This is an optimization exercise on Yosys and OpenROAD, whose aim is small area and a short achievable clock period, not a production implementation. Where RTL was checked, it was by simulation tests only, not by an equivalence proof against the original. Power and IR drop assume default switching activity.

Setup of JK:
// ex_top
module ex_top #(
	parameter int DATA_WIDTH = 64,
	parameter int ALU_K      = 4,
	parameter int BR_K       = 8,
	parameter int ALU_KIND   = 0,
	parameter int BR_KIND    = 0
) (
	input  logic                  clk,
	input  logic                  reset,
	input  logic                  issue,
	input  logic [DATA_WIDTH-1:0] read_data1,
	input  logic [DATA_WIDTH-1:0] read_data2,
	input  logic [DATA_WIDTH-1:0] pc,
	input  logic [DATA_WIDTH-1:0] imm,
	input  logic [DATA_WIDTH-1:0] br_offset,
	input  ex_pkg::alu_op_t       alu_op,
	input  logic                  alu_src,
	input  logic                  set_flags,
	input  ex_pkg::br_kind_t      br_kind,
	input  ex_pkg::cond_t         cond,
	output logic                  result_valid,
	output logic [DATA_WIDTH-1:0] alu_result,
	output logic [DATA_WIDTH-1:0] store_data,
	output logic [DATA_WIDTH-1:0] br_target,
	output logic                  br_taken,
	output logic                  negative,
	output logic                  zero,
	output logic                  overflow,
	output logic                  carry_out
);
Size in the first run: roughly 440 flip-flops, roughly 0.022 mm² of cells after synthesis.
Settings: LEC_CHECK=0, CAP_MARGIN=20, CORE_MARGIN=2, CORE_UTILIZATION=55, CTS_BUF_LIST=sky130_fd_sc_hd__clkbuf_16, CTS_CLUSTER_DIAMETER=80, CTS_CLUSTER_SIZE=30, PLACE_DENSITY=0.75, SETUP_SLACK_MARGIN=2.5, SLEW_MARGIN=20; clock period 5.5 ns.
standard.sh (not shown) runs the stock make flow with config.mk's settings and CLKGATE_MAP_FILE= SYNTH_SCRIPT=/design/flow/synth_recipe.tcl, a recipe that flattens the netlist after the stock synthesis.
==> flow/flow/run.sh <==
#!/bin/bash
# Standard layout, with plain buf_1 cells as the port buffers instead of the
# buffer_ports default (clkdlybuf4s50_1). Each tool's output goes to its own log.
set -euo pipefail
export BUFFER_PORTS_ARGS="-buffer_cell sky130_fd_sc_hd__buf_1"
bash standard.sh synth > synth.log 2>&1
bash standard.sh > layout.log 2>&1
[inputs] AL vs JK
Settings: PLACE_DENSITY removed (was 0.75); CORE_UTILIZATION changed from 55 to 40.
- Of AL and JK, the run reporting the lower met3 routed wirelength was AL.
- AL vs JK — static power due to leakage climbed slightly
- Per the comparison of AL with JK, part of the total power dissipated in sequential elements now smaller; length of routed wiring on met1 +about 16%; switching power summed over all nets picked up an extra 0.12 mW; fraction of area in multi-input gates fell by 0.44 points.
- JK -> AL: power dissipated in sequential cells flat
- JK: flow completed, timing, DRC and antenna clean
- Per the final summary, AL finished and its layout is clean on timing, DRC and antenna.
- AL against JK: die area increased by 0.015 mm² relative to the old numbers; buffer count excluding the clock tree in the final layout increased by 3 relative to the old numbers; area of the core increased by 0.014 mm² relative to the old numbers.

========
ex_top, a different RTL version from the one above (not shown whole).
Size: ~530 I/O pins, about 22000 µm² of cells after synthesis.
export LEC_CHECK = 0
export ABC_AREA = 1
export CAP_MARGIN = 5
export CORE_MARGIN = 2
export CORE_UTILIZATION = 40
export CTS_BUF_LIST = sky130_fd_sc_hd__clkbuf_16
export CTS_CLUSTER_DIAMETER = 80
export CTS_CLUSTER_SIZE = 30
export SETUP_SLACK_MARGIN = 3.0
export SLEW_MARGIN = 5
export SYNTH_HIERARCHICAL = 1
export TNS_END_PERCENT = 10
create_clock -name core_clock -period 5.5 [get_ports {clk}]
Scripts as last shown in full above: flow/flow/run.sh
Then changed:
Settings changed: ABC_AREA 1 to unset, CAP_MARGIN 5 to 20, SLEW_MARGIN 5 to 20.
What happened:
- flip-flop and latch count does not change
- power goes up slightly
- wire length barely changes
- final cell count goes down by roughly a tenth
Then changed:
Settings changed: SYNTH_HIERARCHICAL 1 to unset.
After rerunning: Maximum frequency is lower by roughly a tenth; die area is higher by a few percent; global-route usage is lower by 0.91 points; clock power is higher by a few percent.
Then changed:
Settings changed: ABC_AREA set to 1, SYNTH_HIERARCHICAL set to 1.
Sequential power barely changes.
Hold slack is better by 0.0037 ns.
First-iteration DRC count falls by 19%.
Wire length falls by 3.4%.
Cell count rises by 9.3%.
Core utilization falls by 2.2 points.
Synthesized area falls by 2.1%.
Sequential share of layout area rises by 2.7 points.
Total power falls by 4.4%.
Setup slack is better by 0.40 ns.

========
ex_top, a different RTL version from the one above (not shown whole).
Size: ~2800 cells after synthesis, ~520 flip-flops, about 530 I/O pins.
clock: 5.5 ns
lec_check: 0
abc_clock_period_in_ps: 2500
cap_margin: 20
core_margin: 2
core_utilization: 40
cts_buf_list: sky130_fd_sc_hd__clkbuf_8
setup_slack_margin: 2.5
slew_margin: 20
Scripts as last shown in full above: flow/flow/run.sh
Change:
==> flow/run.sh (new file) <==
#!/bin/bash
# synth_recipe.tcl (not shown) runs the flow's synth.tcl, then flattens the netlist and writes it again
# the make line also repeats each setting of config.mk as NAME=value (left out here)
make -C /OpenROAD-flow-scripts/flow DESIGN_CONFIG=/design/flow/config.mk WORK_HOME=/design/flow/orfs CLKGATE_MAP_FILE= SYNTH_SCRIPT=/design/flow/synth_recipe.tcl finish
Settings changed: ABC_CLOCK_PERIOD_IN_PS 2500 to not set, CTS_BUF_LIST sky130_fd_sc_hd__clkbuf_8 to not set, SETUP_SLACK_MARGIN 2.5 to not set.
removed: flow/flow/run.sh
removed: flow/standard.sh
Effect:
- routed wire length is higher by 5.6%
- power is higher by 4.2%
- critical path depth is higher by 2
- global-route usage is higher by 1.6 points
- design area is higher by 7.1%
- synthesized area does not change
- cell count is lower by 2.2%
No run of this note included a check of the RTL's function; only the layout flow was run.

========
RTL: one of the versions met above, not the one the previous note started from.
Size in the first run: roughly 2500 cells after synthesis, roughly 22000 um^2 of cells after synthesis.
Settings: LEC_CHECK=0, ABC_AREA=1, CAP_MARGIN=20, CORE_MARGIN=2, CORE_UTILIZATION=45, CTS_BUF_LIST=sky130_fd_sc_hd__clkbuf_16, CTS_CLUSTER_DIAMETER=80, CTS_CLUSTER_SIZE=30, PLACE_DENSITY=0.6, SETUP_SLACK_MARGIN=3.0, SLEW_MARGIN=20, SYNTH_HIERARCHICAL=1, TNS_END_PERCENT=10; clock period 5.5 ns.
==> flow/flow/run.sh <==
#!/bin/bash
# Standard layout, with plain buf_1 cells as the port buffers instead of the
# buffer_ports default (clkdlybuf4s50_1). Each tool's output goes to its own log.
set -euo pipefail
export BUFFER_PORTS_ARGS="-buffer_cell sky130_fd_sc_hd__buf_1"
bash standard.sh synth > synth.log 2>&1
bash standard.sh > layout.log 2>&1
The first run went through all stages and came out clean.
Then changed:
- ABC_AREA: 1 -> not set
- CORE_UTILIZATION: 45 -> 40
- PLACE_DENSITY: 0.6 -> not set
- SETUP_SLACK_MARGIN: 3.0 -> 3.2
- TNS_END_PERCENT: 10 -> 5
What happened:
- combinational power went up by about 6%
- setup slack improved by 0.0097 ns
- wire length went up by 5.9%
- die area is higher by 11%
Then changed:
- ABC_AREA: not set -> 1
- SETUP_SLACK_MARGIN: 3.2 -> 3.1
- TNS_END_PERCENT: 5 -> 10
Effect:
- The changed run ran to the end with no violations
- critical path depth climbs by 5
- cell count climbs by about 14%
- total power drops by 0.82%
- via count climbs by 4.1%
Then changed:
- CTS_CLUSTER_DIAMETER: 80 -> 90
- CTS_CLUSTER_SIZE: 30 -> 40
- SETUP_SLACK_MARGIN: 3.1 -> 3.0
Outcome: Utilization shrinks by 0.80 points; cell count is lower by 0.80%; design area decreases by 1.6%.

[afterwards: timing with drivers on the ports]
No port has a modelled driver above. Below, the same layouts with a new extraction and two added sets of constraints.
Step 1 sets driving cells, clkbuf_16 on the clock port and buf_2 on the other inputs (assumed; they add their load-dependent delay and slew).
Step 2 also shifts input and output timing later by t, the mid clock arrival at the registers, as if the neighbouring blocks saw the same clock.
Slacks: ideal ports / drivers / drivers and shift; pairs: ideal ports / drivers.
run | t (ns) | slack for setup (ns) | worst setup path after step 2 | worst slew at a driven data input, ns
JK | 0.638 | 2.454 / 2.460 / 1.822 | input to register | 0.17
AL | 0.653 | 2.542 / 2.486 / 1.833 | input to register | 0.20
the first run of note 2 | 0.664 | 3.086 / 3.045 / 2.381 | input to register | 0.13
the second run of note 2 | 0.662 | 3.031 / 2.722 / 2.059 | input to register | 0.38
the third run of note 2 | 0.663 | 2.682 / 2.624 / 1.960 | input to register | 0.19
the fourth run of note 2 | 0.664 | 3.086 / 3.045 / 2.381 | input to register | 0.13
the first run of note 3 | 0.754 | 2.341 / 2.341 / 2.000 | input to register | 0.12
the second run of note 3 | 0.673 | 1.718 / 1.718 / 1.672 | input to register | 0.13
the first run of note 4 | 0.671 | 3.012 / 2.946 / 2.275 | input to register | 0.13
the second run of note 4 | 0.664 | 3.022 / 2.835 / 2.171 | input to register | 0.24
the third run of note 4 | 0.665 | 3.080 / 3.022 / 2.357 | input to register | 0.12
the fourth run of note 4 | 0.656 | 3.062 / 3.034 / 2.378 | input to register | 0.13
After both steps setup and hold are still met in every run listed. The setup slack of the second run of note 2, which loses most, moves by -0.309 ns with the drivers and by -0.972 ns with both steps.
